This design comes from an exercise in tuning for a short achievable clock period and few clock cycles per item on the open sky130 flow, not from production work. In this exercise RTL edits were held to simulation tests only and were not proved equivalent to the original. Power figures rest on the tool's default switching activity, not on a simulated workload.

==> design.v <==
package lrupr_pkg;
  localparam int FRAMES    = 8;
  localparam int PAGE_BITS = 16;
endpackage
module lru_page_replacement_unit (
  input  logic        clk,
  input  logic        rst_n,
  input  logic        cfg_valid,
  output logic        cfg_ready,
  input  logic [3:0]  cfg_data,
  input  logic        in_tvalid,
  output logic        in_tready,
  input  logic [15:0] in_tdata,    
  input  logic        in_tuser,    
  output logic        out_tvalid,
  input  logic        out_tready,
  output logic [55:0] out_tdata    
);
  localparam int F    = 8;
  localparam int RW   = 53;         
  localparam int FD   = 5;          
  localparam int CAP  = FD + 1;     
  logic [F-1:0] act_r;
  assign cfg_ready = 1'b1;
  always_ff @(posedge clk) begin
    if (!rst_n) begin
      act_r <= '1;
    end else if (cfg_valid) begin
      for (int k = 0; k < F; k++) begin
        act_r[k] <= (k == 0) || (cfg_data > 4'(k));
      end
    end
  end
  logic [15:0]  page_r [F];
  logic [F-1:0] valid_r;
  logic [2:0]   rank_r [F];
  logic        in_tready_r;
  logic        in_x;
  logic        p0_v;
  logic        p0_nr;
  logic [15:0] p0_pg;
  assign in_tready = in_tready_r;
  assign in_x      = in_tvalid && in_tready_r;
  always_ff @(posedge clk) begin
    p0_pg <= in_tdata;
    p0_nr <= in_tuser;
    if (!rst_n) p0_v <= 1'b0;
    else        p0_v <= in_x;
  end
  logic         p1_v;
  logic         p1_nr;
  logic [15:0]  p1_pg;
  logic [F-1:0] p1_cmp;
  logic         p1_eq;
  logic [F-1:0] p1_fwd;
  logic [F-1:0] seln;      
  always_ff @(posedge clk) begin
    p1_nr <= p0_nr;
    p1_pg <= p0_pg;
    for (int k = 0; k < F; k++) begin
      p1_cmp[k] <= (page_r[k] == p0_pg);
    end
    p1_eq <= (p1_pg == p0_pg);
    if (!rst_n) begin
      p1_v   <= 1'b0;
      p1_fwd <= '0;
    end else begin
      p1_v   <= p0_v;
      p1_fwd <= p1_v ? seln : '0;
    end
  end
  logic [F-1:0] m, hsel, e, esel, vsel, sel, inc_h, inc_v, inc;
  logic         hit, empty;
  logic [F-1:0] lt [F];    
  logic [2:0]   rank_p1 [F];
  always_comb begin
    for (int k = 0; k < F; k++) begin
      for (int j = 0; j < F; j++) begin
        lt[k][j] = (rank_r[k] < rank_r[j]);
      end
      rank_p1[k] = rank_r[k] + 3'd1;
    end
    for (int k = 0; k < F; k++) begin
      m[k] = act_r[k] && valid_r[k] && (p1_fwd[k] ? p1_eq : p1_cmp[k]);
      e[k] = act_r[k] && !valid_r[k];
    end
    hit   = |m;
    empty = |e;
    for (int k = 0; k < F; k++) begin
      hsel[k] = m[k];
      esel[k] = e[k];
      for (int j = 0; j < k; j++) begin
        if (m[j]) hsel[k] = 1'b0;
        if (e[j]) esel[k] = 1'b0;
      end
    end
    for (int k = 0; k < F; k++) begin
      vsel[k] = act_r[k];
      for (int j = 0; j < F; j++) begin
        if (j < k && act_r[j] && !lt[j][k]) vsel[k] = 1'b0;
        if (j > k && act_r[j] && lt[k][j])  vsel[k] = 1'b0;
      end
    end
    for (int k = 0; k < F; k++) begin
      inc_h[k] = 1'b0;
      inc_v[k] = 1'b0;
      for (int j = 0; j < F; j++) begin
        if (hsel[j] && lt[k][j]) inc_h[k] = 1'b1;
        if (vsel[j] && lt[k][j]) inc_v[k] = 1'b1;
      end
    end
    sel = hit ? hsel : (empty ? esel : vsel);
    for (int k = 0; k < F; k++) begin
      inc[k] = valid_r[k] && (hit ? inc_h[k] : (empty ? 1'b1 : inc_v[k]));
    end
    seln = p1_nr ? F'(1) : sel;
  end
  always_ff @(posedge clk) begin
    if (!rst_n) begin
      valid_r <= '0;
      for (int k = 0; k < F; k++) rank_r[k] <= '0;
    end else if (p1_v) begin
      if (p1_nr) begin
        valid_r <= F'(1);
        for (int k = 0; k < F; k++) rank_r[k] <= '0;
      end else begin
        valid_r <= valid_r | sel;
        for (int k = 0; k < F; k++) begin
          if (sel[k])      rank_r[k] <= '0;
          else if (inc[k]) rank_r[k] <= rank_p1[k];
        end
      end
    end
  end
  always_ff @(posedge clk) begin
    for (int k = 0; k < F; k++) begin
      if (p1_v && seln[k]) page_r[k] <= p1_pg;
    end
  end
  logic         p2_v;
  logic         p2_nr;
  logic         p2_hit;
  logic         p2_ev;
  logic [F-1:0] p2_slot;
  logic [15:0]  p2_evpg;
  logic [15:0]  evpg;
  always_comb begin
    evpg = '0;
    for (int k = 0; k < F; k++) begin
      if (vsel[k]) evpg = evpg | page_r[k];
    end
  end
  always_ff @(posedge clk) begin
    p2_nr   <= p1_nr;
    p2_hit  <= hit && !p1_nr;
    p2_ev   <= !hit && !empty && !p1_nr;
    p2_slot <= seln;
    p2_evpg <= evpg;
    if (!rst_n) p2_v <= 1'b0;
    else        p2_v <= p1_v;
  end
  logic [31:0]   fault_r;
  logic [31:0]   fault_nx;
  logic          p3_v;
  logic [RW-1:0] p3_d;
  logic [2:0]    slot_enc;
  always_comb begin
    if (p2_nr)                        fault_nx = 32'd1;
    else if (!p2_hit && !(&fault_r))  fault_nx = fault_r + 32'd1;
    else                              fault_nx = fault_r;
    slot_enc = '0;
    for (int k = 0; k < F; k++) begin
      if (p2_slot[k]) slot_enc = slot_enc | 3'(k);
    end
  end
  always_ff @(posedge clk) begin
    p3_d <= {fault_nx, (p2_ev ? p2_evpg : 16'd0), p2_ev, slot_enc, p2_hit};
    if (!rst_n) begin
      p3_v    <= 1'b0;
      fault_r <= '0;
    end else begin
      p3_v <= p2_v;
      if (p2_v) fault_r <= fault_nx;
    end
  end
  logic [RW-1:0] fifo [FD];
  logic [2:0]    f_rd, f_wr, f_cnt;
  logic          out_v;
  logic [RW-1:0] out_d;
  logic          load, f_empty, push, pop, out_x;
  logic [2:0]    cnt;
  assign f_empty = (f_cnt == 3'd0);
  assign load    = !out_v || out_tready;
  assign pop     = load && !f_empty;
  assign push    = p3_v && !(load && f_empty);
  assign out_x   = out_v && out_tready;
  always_ff @(posedge clk) begin
    if (load) begin
      out_d <= f_empty ? p3_d : fifo[f_rd];
    end
    if (push) begin
      fifo[f_wr] <= p3_d;
    end
    if (!rst_n) begin
      out_v       <= 1'b0;
      f_rd        <= '0;
      f_wr        <= '0;
      f_cnt       <= '0;
      cnt         <= '0;
      in_tready_r <= 1'b1;
    end else begin
      if (load) out_v <= !f_empty || p3_v;
      if (pop)  f_rd  <= (f_rd == 3'(FD - 1)) ? 3'd0 : f_rd + 3'd1;
      if (push) f_wr  <= (f_wr == 3'(FD - 1)) ? 3'd0 : f_wr + 3'd1;
      f_cnt <= f_cnt + 3'(push) - 3'(pop);
      unique case ({in_x, out_x})
        2'b10:   begin cnt <= cnt + 3'd1; in_tready_r <= (cnt + 3'd1 < 3'(CAP)); end
        2'b01:   begin cnt <= cnt - 3'd1; in_tready_r <= 1'b1; end
        default: begin in_tready_r <= (cnt < 3'(CAP)); end
      endcase
    end
  end
  assign out_tvalid = out_v;
  assign out_tdata  = {3'b000, out_d};
endmodule
==> run.sh <==
#!/bin/bash
# synth_recipe.tcl (not shown) runs the flow's synth.tcl, then flattens the netlist and writes it again
# the make line also repeats each setting of config.mk as NAME=value (left out here)
make -C /OpenROAD-flow-scripts/flow DESIGN_CONFIG=/design/flow/config.mk WORK_HOME=/design/flow/orfs CLKGATE_MAP_FILE= SYNTH_SCRIPT=/design/flow/synth_recipe.tcl finish
==> config.mk <==
export PLATFORM = sky130hd
export DESIGN_NAME = lru_page_replacement_unit
export DESIGN_NICKNAME = lru_page_replacement_unit
export VERILOG_FILES = /design/flow/design.v
export SDC_FILE = /design/flow/constraint.sdc
export NUM_CORES = 4
export LEC_CHECK = 0
export ABC_CLOCK_PERIOD_IN_PS = 2000
export CAP_MARGIN = 20
export CORE_MARGIN = 2
export CORE_UTILIZATION = 40
export SETUP_SLACK_MARGIN = 3.0
export SLEW_MARGIN = 20
==> constraint.sdc <==
create_clock -name core_clock -period 5.0 [get_ports {clk}]
set_input_delay 1.0000 -clock core_clock [delete_from_list [all_inputs] [get_ports {clk}]]
set_output_delay 1.0000 -clock core_clock [all_outputs]
set_load 0.01 [all_outputs]
==> results.txt <==
critical path: stages, from the launching register on:
cell	delay, ps
dfxtp_4	390
ha_4	280
nand3b_1	140
a211o_4	380
a221o_2	390
nor4b_4	240
buf_6	160
a21oi_4	50
o31ai_2	180
buf_4	150
nor2b_4	170
buf_12	140
buf_16	140
where the power goes:
part,internal (mW),leakage [nW],switching [mW]
Sequential,6.27,5.75,0.236
Combinational,0.977,6.52,1.31
Clock,2.99,1.13,2.16
Total,10.2,13.4,3.70
synth_stat cells, types with 43 or more instances:
library cell / count
mux4_2: 53
mux2i_1: 60
clkbuf_1: 72
inv_1: 54
xnor2_1: 160
nand4_1: 56
o21ai_0: 52
nand3_1: 74
ha_1: 103
and2_1: 43
a21oi_1: 146
edfxtp_1: 446
dfxtp_1: 222
nor2_1: 195
nand2_1: 121
sequential cells by signal, summed over array words and instances, names as in the netlist, 3 cells and up, named ones only:
| register | cells |
|---|---|
| fifo | 265 |
| page_r | 128 |
| out_d | 53 |
| p3_d | 53 |
| fault_r | 32 |
| rank_r | 24 |
| p0_pg | 16 |
| p1_pg | 16 |
| p2_evpg | 16 |
| p1_cmp | 8 |
| p1_fwd | 8 |
| valid_r | 8 |
| act_r | 7 |
| p2_slot | 7 |
| cnt | 3 |
| f_cnt | 3 |
| f_rd | 3 |
| f_wr | 3 |
cell type report:
cell class	instances	area [sq um]	area share
Timing Repair Buffer	381	3960	0.0998
Clock buffer	102	2060	0.0519
Tap cell	959	1200	0.0303
Sequential cell	668	18000	0.454
Multi-Input combinational cell	1521	13900	0.351
Inverter	56	283	0.00713
Clock inverter	29	233	0.00587
kinds of logic (layout without fill, tap and decap cells):
| group | after synthesis | after routing |
|---|---|---|
| AO/OA/AOI/OAI | 416 | 416 |
| AND/OR/NAND/NOR | 689 | 695 |
| multiplexers | 123 | 123 |
| other | 2 | 4 |
| flip-flops | 668 | 668 |
| buffers and inverters | 164 | 568 |
| XOR/XNOR | 179 | 179 |
| adder cells (fa/ha/maj) | 104 | 104 |
metal layers:
| metal | vias to the layer above | part of all wire | global-route usage |
|---|---|---|---|
| met4 | 0 | 0.042 | 0.0870 |
| li1 | 9640 | - | - |
| met3 | 214 | 0.066 | 0.0385 |
| met2 | 868 | 0.48 | 0.401 |
| met1 | 10700 | 0.41 | 0.308 |
| met5 | - | 0 | 0 |
cells in the final DEF, fill, tap and decap left out, drive strengths merged, types with 6 or more instances in the layout:
cell type	instances
edfxtp	446
buf	353
dfxtp	222
nor2	196
xnor2	160
a21oi	147
nand2	122
clkbuf	106
ha	103
nand3	76
mux2i	60
inv	58
nand4	56
o21ai	55
mux4	53
and2	48
a222oi	35
and3	35
nor3	29
a22oi	27
nand3b	26
nor4	26
clkdlybuf4s50	23
clkinv	21
xor2	19
nand2b	18
a31oi	17
a21o	16
a211oi	13
nor2b	12
or3	11
o21a	11
mux2	10
o31ai	9
a221oi	8
or4	8
and4	7
nor3b	7
a2111oi	6
o22ai	6
how the worst min path moves through the flow:
stage	from	to	slack [ps]	cells past startpoint
global route	p0_nr	p1_nr	350	0
floorplan	p0_nr	p1_nr	310	0
CTS	p0_nr	p1_nr	330	0
finish	p0_nr	p1_nr	330	0
global placement	p0_nr	p1_nr	310	0
detailed placement	p0_nr	p1_nr	310	0
through the flow:
stage	cells	cell area [sq um]	power, mW
2_1_floorplan	2347	30800	7.94
3_3_place_gp	3310	32500	8.88
3_5_place_dp	3310	32500	8.90
4_1_cts	3649	38500	14.1
5_1_grt	3716	39700	14.5
6_report	3716	39700	13.9
repair_timing:
| item | 4_1_cts | 5_1_grt |
|---|---|---|
| gates cloned | 19 | 5 |
| pin swaps | 165 | 141 |
| setup buffers | 189 | 62 |
| setup endpoints to repair | 681 | 441 |
| endpoints found under the hold margin | 0 | 0 |
| hold buffers | 0 | 0 |
| resized for setup | 637 | 129 |
==> results.toml <==
[outcome]
outcome = "complete, no violations"

[global_routing]
track_usage = 0.237
grt_max_degree = 59
grt_antenna_before_repair = 2
overflow = 0
grt_pass1_vias = 21400
grt_pass1_wl_mm = 137

[synthesis]
yosysSeqAreaShare = 0.601
synth_compound_area_frac = 0.0965
synth_top_area_share = 0.451
synth_area_leaders = "edfxtp_1 45%, dfxtp_1 15%, xnor2_1 4.7%"
synth-xor-area-share = 0.0528
yosysUniqueCellTypes = 99
synth_edf_count = 446
syn_area_per_cell_sq_um = 12.7
synthArstFlopShare = 0
synth_top_family_by_area = "simple AND/OR/NAND/NOR gates"
synth-main-ff-cell = "edfxtp_1"
synth_top_cell_by_area = "edfxtp_1"
postSynthCellCount = 2345
synth_area_sq_mm = 0.0297
synthAdderAreaFrac = 0.0441
yosysWarnings = 5
synth_seq_cells = 668
synth.area.mux_share = 0.0644
synthSimpleGateAreaFrac = 0.119

[cells_and_area]
final_core_util = 0.542
fill_cells = 6018
nets = 2830
final_layout_size_suffix_gt1_frac = 0.345
insertedDiodeCount = 0
areaGrowthSynthToFinish_pct = 33.6

[hold_path]
hp-class = "reg2reg"

[timing]
slew_violations = 0
period_needed_ps = 3130
max-slew-margin-rel = 0.363
rsz0062_at_grt = "yes"
setup_slack_ps = 1870
finalCritPeriodShare = 0.627
hold-worst-slack_ps = 332
finClkSkew_ps = 31.0
tns_ps = 0
setup_viol = 0
tightest_slew_ps = 953
hold_viol_final = 0
fmax_mhz = 319

[power]
vdd_drop_max_v = 0.000222
leakage_nw = 13.4
power_density_mw_per_mm2 = 352

[worst_setup_path]
timing.rr.start = "rank_r[4][2]"
crit_type = "reg2reg"
cp.required_ps = 5310
ff2ff_path_depth = 12
crit_fanout = 8
endpoint = "page_r[4][4]"
r2r_slack_ps = 1870
critPathCaptureType = "flip-flop"
worstSetupStartpoint = "rank_r[4][2]"
rr_endpoint = "page_r[4][4]"
critPathLaunchType = "flip-flop"
arrival_ps = 3450

[clocking]
clk_latency_ps = 620
cts_buffers = 72
htreeDepth = 3
ctsLongestPathBuffers = 3
cts_root_buffer = "clkbuf_16"
clock_sinks = 668
path_clk_slew_ps = 60
cts_tree = "yes"

[floorplanning]
top_level_ports = 85
die_height_um = 276
core_area_sq_mm = 0.0732
row_count = 99
fp.dieW_um = 276
dieArea_sq_mm = 0.0764
initial_core_util = 0.405

[detailed_routing]
routed_wl_mm = 94.7
dr_total_vias = 21500
viasPerCell = 5.78
remaining_drc_errors = 0
drtIter0Drc = 2312
ant_nets = 0
wire_per_inst_um = 25.5
firstDrtPassIters = 7

[job]
maxCapViolCount = 0

[placement]
dp_slack_ps = 1110
dp_hpwl_mm = 56.4
io_buffers = 80
place.gp.congestion = 0.964
Testbench counts, summed over its fixed seeds: cycles 24,040, items 24,000.

-- what the ideal ports hide --
The results above use ideal ports. As a check the final layout listed here was re-extracted and re-timed, cells and wires unchanged. Step 1: set_driving_cell puts a clkbuf_16 on clk and a buf_2 on each other input, an assumption about the parent block. Step 2 moves the port delays by t, midway between the first and last clock arrival at a register: inputs arrive t later, outputs are due t later. That takes back most of the time a late clock gives input paths. Three values: no drivers, after step 1, after step 2; two values: the first two.
t (ns): 0.663
slack for setup (ns): 1.866 / 1.866 / 1.866
hold WS [ns]: 0.332 / 0.332 / 0.332
After both steps this run still meets setup and hold. For this run, drivers alone change the setup slack by 0.000 ns; drivers and shift together by 0.000 ns.
